From an optimization exercise on the open Yosys and OpenROAD flow, aimed at small area, a short achievable clock period and few clock cycles per item; shortcuts taken in it are not production practice.
Function was not checked in any run shown here: the RTL went through the layout flow alone.

==> flow/design.v (outline; a module is shown in full before it is edited, if it fits) <==
// module julia_render: 2227 lines
module julia_render #(
    parameter int H_PIXELS = 64,
    parameter int V_PIXELS = 48,
    parameter int MAX_ITER = 255,
    parameter int FRAC     = 14
) (
    input  logic               clock,
    input  logic               reset,
    input  logic               valid,
    input  logic signed [17:0] c_real,
    input  logic signed [17:0] c_comp,
    input  logic signed [17:0] x,
    input  logic signed [17:0] y,
    input  logic signed [17:0] scale,
    output logic [18:0]        wr_addr,
    output logic [7:0]         wr_data,
    output logic               wr_en,
    input  logic               wr_ready,
    output logic               busy,
    output logic               done
);
  // ...
==> flow/flow/run.sh <==
#!/bin/bash
set -euo pipefail
bash standard.sh SETUP_SLACK_MARGIN=8 finish > standard_make.log 2>&1
==> flow/standard.sh <==
#!/bin/bash
# synth_recipe.tcl (not shown) runs the flow's synth.tcl, then flattens the netlist and writes it again
# the make line also repeats each setting of config.mk as NAME=value (left out here)
make -C /OpenROAD-flow-scripts/flow DESIGN_CONFIG=/design/flow/config.mk WORK_HOME=/design/flow/orfs CLKGATE_MAP_FILE= SYNTH_SCRIPT=/design/flow/synth_recipe.tcl "${@:-finish}"
==> flow/config.mk <==
export PLATFORM = sky130hd
export DESIGN_NAME = julia_render
export DESIGN_NICKNAME = julia_render
export VERILOG_FILES = /design/flow/design.v
export SDC_FILE = /design/flow/constraint.sdc
export NUM_CORES = 4
export LEC_CHECK = 0
export CAP_MARGIN = 20
export CORE_MARGIN = 2
export CORE_UTILIZATION = 40
export SLEW_MARGIN = 20
==> flow/constraint.sdc <==
create_clock -name core_clock -period 12.0 [get_ports {clock}]
set_input_delay 2.4000 -clock core_clock [delete_from_list [all_inputs] [get_ports {clock}]]
set_output_delay 2.4000 -clock core_clock [all_outputs]
set_load 0.01 [all_outputs]
==> qor.yml, run 1 <==
path_depth: 13
ys_top_cells_by_area: "dfxtp_1, fa_1, ha_1"
placed_cells: 4484
multiInputGateArea_sq_mm: 0.02073
hold_slack_ps: 285.4
ant_nets: 0
hp-class: "reg2reg"
syn_to_final_growth_pct: 15.88
wl_met2_mm: 38.97
maxCapViolations: 0
grt_pass1_vias: 23297
cp-start-kind: "flip-flop"
slew_headroom_pct: 33.72
cts-buffers-inserted: 55
core_sq_mm: 0.08369
drive_above_1_share_pct: 9.000
critPathLaunch: "zr_q[15]"
io_pins: 124
fillers: 7722
die_area_sq_mm: 0.08693
met3_usage_pct: 2.323
multi_input_area_share_pct: 52.86
initial_utilization_pct: 40.43
outcome: "timing/DRC/antenna clean"
insertion_delay_ps: 660
tightest_slew_ps: 994.2
grt_pass1_wl_mm: 136.1
met1_length_mm: 42.59
==> run 2, diff against run 1 <==
--- a/flow/design.v
+++ b/flow/design.v
@@ -49,17 +49,17 @@
     logic [17:0] zr_q, zi_q, s0r_q, s0i_q;
     logic [7:0]  it0_q;
     logic [11:0] a0_q;
     logic        v1_q, p1_q, in1_q, per1_q, cap1_q;
     logic [17:0] s1r_q, s1i_q;
     logic [7:0]  it1_q;
     logic [11:0] a1_q;
     logic [31:0] xa_q, xb_q;
-    logic [30:0] ya_q, yb_q;
+    logic [30:0] ya_q, yb_q, yc_q;
     logic [31:0] ea_q, eb_q;
     logic        ov_q, kv_q;
     logic [11:0] oa_q, ka_q;
     logic [7:0]  od_q, kd_q;
     logic        valid_q, busy_q, run_q, done_q;
     logic [15:0] dr, di;
     assign dr = zr_q[15:0];
     assign di = zi_q[15:0];
@@ -1958,148 +1958,36 @@
     wire t_853;
     wire t_854;
     assign t_853 = ~bop6[15] ^ bop7[13];
     assign t_854 = ~bop6[15] & bop7[13];
     wire t_855;
     wire t_856;
     assign t_855 = ~bop6[16] ^ bop7[14];
     assign t_856 = ~bop6[16] & bop7[14];
-    wire t_857;
-    wire t_858;
-    assign t_857 = bop0[2] ^ bop1[0];
-    assign t_858 = bop0[2] & bop1[0];
-    wire t_859;
-    wire t_860;
-    assign t_859 = bop0[3] ^ bop1[1];
-    assign t_860 = bop0[3] & bop1[1];
-    wire t_861;
-    wire t_862;
-    assign t_861 = bop2[0] ^ bon2 ^ t_807;
-    assign t_862 = (bop2[0] & bon2) | (t_807 & (bop2[0] ^ bon2));
-    wire t_863;
-    wire t_864;
-    assign t_863 = bop2[1] ^ t_808 ^ t_809;
-    assign t_864 = (bop2[1] & t_808) | (t_809 & (bop2[1] ^ t_808));
-    wire t_865;
-    wire t_866;
-    assign t_865 = t_810 ^ t_731 ^ t_811;
-    assign t_866 = (t_810 & t_731) | (t_811 & (t_810 ^ t_731));
-    wire t_867;
-    wire t_868;
-    assign t_867 = t_733 ^ t_812 ^ t_813;
-    assign t_868 = (t_733 & t_812) | (t_813 & (t_733 ^ t_812));
-    wire t_869;
-    wire t_870;
-    assign t_869 = t_735 ^ t_814 ^ t_815;
-    assign t_870 = (t_735 & t_814) | (t_815 & (t_735 ^ t_814));
-    wire t_871;
-    wire t_872;
-    assign t_871 = t_739 ^ t_816 ^ t_817;
-    assign t_872 = (t_739 & t_816) | (t_817 & (t_739 ^ t_816));
-    wire t_873;
-    wire t_874;
-    assign t_873 = t_745 ^ t_818 ^ t_819;
-    assign t_874 = (t_745 & t_818) | (t_819 & (t_745 ^ t_818));
-    wire t_875;
-    wire t_876;
-    assign t_875 = t_749 ^ t_820 ^ t_821;
-    assign t_876 = (t_749 & t_820) | (t_821 & (t_749 ^ t_820));
-    wire t_877;
-    wire t_878;
-    assign t_877 = t_753 ^ t_822 ^ t_823;
-    assign t_878 = (t_753 & t_822) | (t_823 & (t_753 ^ t_822));
-    wire t_879;
-    wire t_880;
-    assign t_879 = t_757 ^ t_824 ^ t_825;
-    assign t_880 = (t_757 & t_824) | (t_825 & (t_757 ^ t_824));
-    wire t_881;
-    wire t_882;
-    assign t_881 = t_761 ^ t_826 ^ t_827;
-    assign t_882 = (t_761 & t_826) | (t_827 & (t_761 ^ t_826));
-    wire t_883;
-    wire t_884;
-    assign t_883 = t_765 ^ t_828 ^ t_829;
-    assign t_884 = (t_765 & t_828) | (t_829 & (t_765 ^ t_828));
-    wire t_885;
-    wire t_886;
-    assign t_885 = t_769 ^ t_830 ^ t_831;
-    assign t_886 = (t_769 & t_830) | (t_831 & (t_769 ^ t_830));
-    wire t_887;
-    wire t_888;
-    assign t_887 = t_773 ^ t_832 ^ t_833;
-    assign t_888 = (t_773 & t_832) | (t_833 & (t_773 ^ t_832));
-    wire t_889;
-    wire t_890;
-    assign t_889 = t_777 ^ t_834 ^ t_835;
-    assign t_890 = (t_777 & t_834) | (t_835 & (t_777 ^ t_834));
-    wire t_891;
-    wire t_892;
-    assign t_891 = t_781 ^ t_836 ^ t_837;
-    assign t_892 = (t_781 & t_836) | (t_837 & (t_781 ^ t_836));
-    wire t_893;
-    wire t_894;
-    assign t_893 = t_785 ^ t_838 ^ t_839;
-    assign t_894 = (t_785 & t_838) | (t_839 & (t_785 ^ t_838));
-    wire t_895;
-    wire t_896;
-    assign t_895 = t_789 ^ t_840 ^ t_841;
-    assign t_896 = (t_789 & t_840) | (t_841 & (t_789 ^ t_840));
-    wire t_897;
-    wire t_898;
-    assign t_897 = t_790 ^ t_843 ^ t_842;
-    assign t_898 = (t_790 & t_843) | (t_842 & (t_790 ^ t_843));
-    wire t_899;
-    wire t_900;
-    assign t_899 = t_794 ^ t_845 ^ t_844;
-    assign t_900 = (t_794 & t_845) | (t_844 & (t_794 ^ t_845));
-    wire t_901;
-    wire t_902;
-    assign t_901 = t_799 ^ t_846 ^ t_847;
-    assign t_902 = (t_799 & t_846) | (t_847 & (t_799 ^ t_846));
-    wire t_903;
-    wire t_904;
-    assign t_903 = t_800 ^ t_849 ^ t_848;
-    assign t_904 = (t_800 & t_849) | (t_848 & (t_800 ^ t_849));
-    wire t_905;
-    wire t_906;
-    assign t_905 = t_805 ^ t_850 ^ t_851;
-    assign t_906 = (t_805 & t_850) | (t_851 & (t_805 ^ t_850));
-    wire t_907;
-    wire t_908;
-    assign t_907 = t_853 ^ t_806 ^ t_852;
-    assign t_908 = (t_853 & t_806) | (t_852 & (t_853 ^ t_806));
-    wire t_909;
-    wire t_910;
-    assign t_909 = bop6[15] ^ t_854 ^ t_855;
-    assign t_910 = (bop6[15] & t_854) | (t_855 & (bop6[15] ^ t_854));
-    wire t_911;
-    wire t_912;
-    assign t_911 = ~bop7[15] ^ t_856;
-    assign t_912 = ~bop7[15] & t_856;
-    wire t_913;
-    wire t_914;
-    assign t_913 = ~bop7[16] ^ bop7[15];
-    assign t_914 = ~bop7[16] & bop7[15];
-    wire [30:0] ya, yb;
-    assign ya = {t_913, t_911, t_909, t_906, t_905, t_902, t_901, t_899, t_896, t_894, t_892, t_890, t_888, t_886, t_884, t_882, t_880, t_878, t_876, t_874, t_872, t_870, t_868, t_866, t_864, t_862, t_860, t_858, bon1, bop0[1], bon0};
-    assign yb = {t_912, t_910, t_908, t_907, t_904, t_903, t_900, t_898, t_897, t_895, t_893, t_891, t_889, t_887, t_885, t_883, t_881, t_879, t_877, t_875, t_873, t_871, t_869, t_867, t_865, t_863, t_861, t_859, t_857, 1'b0, bop0[0]};
+    wire [30:0] ya;
+    assign ya = {bop7[15], ~bop7[15], bop6[15], t_806, t_805, t_800, t_799, t_794, t_790, t_789, t_785, t_781, t_777, t_773, t_769, t_765, t_761, t_757, t_753, t_749, t_745, t_739, t_735, t_733, t_731, bop2[1], bon2, bop0[3], bon1, bop0[1], bon0};
+    wire [30:0] yb;
+    assign yb = {~bop7[16], t_856, t_854, t_853, t_850, t_849, t_846, t_845, t_843, t_840, t_838, t_836, t_834, t_832, t_830, t_828, t_826, t_824, t_822, t_820, t_818, t_816, t_814, t_812, t_810, t_808, bop2[0], bop1[1], bop0[2], 1'b0, bop0[0]};
+    wire [30:0] yc;
+    assign yc = {1'b0, 1'b0, t_855, t_852, t_851, t_848, t_847, t_844, t_842, t_841, t_839, t_837, t_835, t_833, t_831, t_829, t_827, t_825, t_823, t_821, t_819, t_817, t_815, t_813, t_811, t_809, t_807, 1'b0, bop1[0], 1'b0, 1'b0};
     localparam logic [63:0] MUL3 = 64'b1001001001001001001001001001001001001001001001001001001001001001;
     logic save;
     assign save = (it0_q[1:0] == 2'd0) && MUL3[it0_q[7:2]];
     logic inr, ini, per, cap;
     assign inr = (zr_q[17:15] == 3'b000) || (zr_q[17:15] == 3'b111) || (zr_q == 18'h08000);
     assign ini = (zi_q[17:15] == 3'b000) || (zi_q[17:15] == 3'b111) || (zi_q == 18'h08000);
     assign per = (it0_q != 8'h00) && (zr_q == s0r_q) && (zi_q == s0i_q);
     assign cap = (it0_q == 8'hff);
     always_ff @(posedge clock) begin
         xa_q   <= xa;
         xb_q   <= xb;
         ya_q   <= ya;
         yb_q   <= yb;
+        yc_q   <= yc;
         ea_q   <= ea;
         eb_q   <= eb;
         in1_q  <= inr && ini;
         per1_q <= per;
         cap1_q <= cap;
         it1_q  <= it0_q;
         a1_q   <= a0_q;
         if (save) begin
@@ -2115,17 +2003,17 @@
     logic [17:0] zr_new, zi_new;
     logic [31:0] xs;
     logic [30:0] ys;
     logic [31:0] es;
     logic        escape, fin, can_emit, emit, load;
     logic [7:0]  count;
     assign xs     = xa_q + xb_q + {cr_q, 14'd2};
     assign zr_new = xs[31:14];
-    assign ys     = ya_q + yb_q + {ci_q, 13'd0};
+    assign ys     = ya_q + yb_q + yc_q + {ci_q, 13'd0};
     assign zi_new = ys[30:13];
     assign es     = ea_q + eb_q + 32'hbfff_ffff;
     assign escape = !in1_q || !es[31];
     assign fin    = p1_q || (v1_q && (escape || cap1_q || per1_q));
     assign count  = (v1_q && per1_q) ? 8'hff : it1_q;
     assign can_emit = !kv_q;
     assign emit     = run_q && fin && can_emit;
     assign load     = run_q && !gdone_q && (emit || !(v1_q || p1_q));
==> qor.yml, run 2 <==
die_area_sq_mm: 0.08785  # +1.1%
grt_usage_pct: 20.67
clock_path_buffers: 3
slew_headroom_pct: 33.25  # -0.47 points
avgSynthCellArea_sq_um: 10.19
cts-buffers-inserted: 58  # +5.5%
die_w_microns: 296.4
ys_top_cells_by_area: "dfxtp_1, fa_1, ha_1"
cp-start-kind: "flip-flop"
core_sq_mm: 0.08488  # +1.4%
syn_to_final_growth_pct: 16.18
synth_warnings: 1
insertion_delay_ps: 670  # about the same
synth-edff-count: 74
postCtsHoldBufs: 0
synth.distinct_cells: 72
initial_utilization_pct: 40.29  # -0.14 points
fp.dieH_microns: 296.4
arrival_ps: 4590
place.gp.congestion: 0.8441
top_regs: "xa_q: 31 flops, xb_q: 31 flops, ya_q: 31 flops"
final_cell_mix: "inv_1, dfxtp_1, fa_1"
outcome: "timing/DRC/antenna clean"
io_buffers: 116
drc: 0
setup_tns_ps: 0
worstSetupPathType: "reg2reg"
diodes: 0
antenna_found_initial: 1
dpl_cell_area_sq_mm: 0.03647
ys_ff_latch: 514
nets: 4213
root_buffer: "clkbuf_16"
io_pins: 124  # unchanged
routed_via_density: 4.996
period_minus_slack_ps: 4035
fmax_mhz: 247.8
ys_async_sr_fraction_pct: 2.335
finalNonFillerCells: 4656
final_core_util_pct: 46.81
synth_most_common_cell: "inv_1"
pre_cts_ws_ps: 7493
clock_sinks: 514
wire_per_inst_microns: 19.28
dr.pass1.iters: 5
netlist_instances: 3356
rsz0062_at_grt: "true"
syn_area_sq_mm: 0.03420
ys.flop_type: "dfxtp_1"
cts_tree: "built"
overflow: 0
setup_viol: 0
hold_slack_ps: 311.0  # +25.58 ps
placed_cells: 4495  # +0.25%
grt_max_degree: 79
row_count: 107
ant_nets: 0  # unchanged
clkSlewWorstSetupHoldPaths_ps: 60
timing_hold_violations_final: 0
fin_crit_sh_pct: 33.62
hp-class: "reg2reg"
maxCapViolations: 0  # unchanged
grt_pass1_wl_mm: 139.0  # +2.1%
htree_levels: 2
setup_slack_ps: 7965
critPathRequiredTime_ps: 12550
cp-end-kind: "flip-flop"
cp_max_fo: 9
synth.yosys.seq_area_share_pct: 32.43
vias: 23263
drv_slew: 0
place_hpwl_mm: 63.92
wl_mm: 89.76
tightest_slew_ps: 987.3  # -6.848 ps
fin_skew_ps: 65.18
grt_pass1_vias: 24169  # +3.7%
final_cell_area_sq_mm: 0.03973
drt-initial-drc-count: 1415
drive_above_1_share_pct: 8.969  # -0.031 points
synth_top_cell_by_area: "dfxtp_1"
synth_common_cells: "inv_1, dfxtp_1, fa_1, ha_1, nor2_1"
layout_commonest_cell: "inv_1"
synth_top_area_share_pct: 25.06
run 2: cells by family after synthesis:
| family | synth area share, % |
|---|---|
| AOI/OAI and AO/OA | 9.469 |
| xor gates and xnor gates | 6.941 |
| adders and majority gates | 32.31 |
| buffers and inverters | 7.665 |
| DFF | 32.43 |
| muxes | 2.133 |
| other | 0.01097 |
| and+or+nand+nor | 9.041 |
run 2: timing repair:
action                                  4_1_cts  5_1_grt
gates resized for setup                      83       94
endpoints found under the setup margin      119       52
gates cloned                                  5        4
pin swaps                                     5       15
buffers inserted                             26       18
run 2: metal layers:
layer	wire length, microns	track usage [%]
met4	2464	6.344
met3	6019	4.341
met1	40690	28.16
met5	0	0
met2	40580	33.00
run 2: final cells by class:
cell class,count,area [sq um]
tap,1144,1431
fill,8012,45150
multi-input combinational,2163,20660
clock buffer,77,1679
sequential,514,11130
clock inverter,31,400.4
inverter,512,2038
timing repair buffer,215,2389
run 2: worst paths after layout:
path | start | cells past startpoint | slack, ps | endpoint
min in group asynchronous | reset | 1 | 2100 | valid_q
setup reg to reg | zr_q[15] | 11 | 7970 | eb_q[19]
hold / removal | s1r_q[8] | 0 | 310 | s0r_q[8]
max in group asynchronous | reset | 1 | 9470 | run_q
hold reg to reg | s1r_q[8] | 0 | 310 | s0r_q[8]
setup / recovery | zr_q[15] | 11 | 7970 | eb_q[19]
run 2: worst max-delay path: stages (launching register included):
cell        delay, ps
dfxtp_4           400
buf_12            150
clkinvlp_4        210
nor2_4            160
fa_1              430
fa_2              390
fa_2              610
fa_2              470
fa_1              510
inv_1              60
fa_1              480
inv_1              50

what the ideal ports hide:
Ports are ideal in the flow. The routed layouts listed here were re-timed in OpenROAD.
Step 1, drivers: a clkbuf_16 drives clock and a buf_2 each remaining input, both assumed.
Step 2, shift: input delay + t, output delay - t, t = (earliest + latest rising clock arrival at the registers) / 2. This alone moves slack from input paths to output paths.
Slacks: ideal ports / drivers / drivers and shift; pairs: ideal ports / drivers.
| run | shift t [ns] | slack for setup (ns) | hold slack, ns | worst setup path after step 2 |
|---|---|---|---|---|
| run 1 | 0.697 | 8.064 / 8.006 / 8.064 | 0.285 / 0.285 / 0.285 | register to register |
| run 2 | 0.709 | 7.965 / 7.965 / 7.965 | 0.311 / 0.311 / 0.311 | register to register |
After both steps every run listed still meets setup and hold.
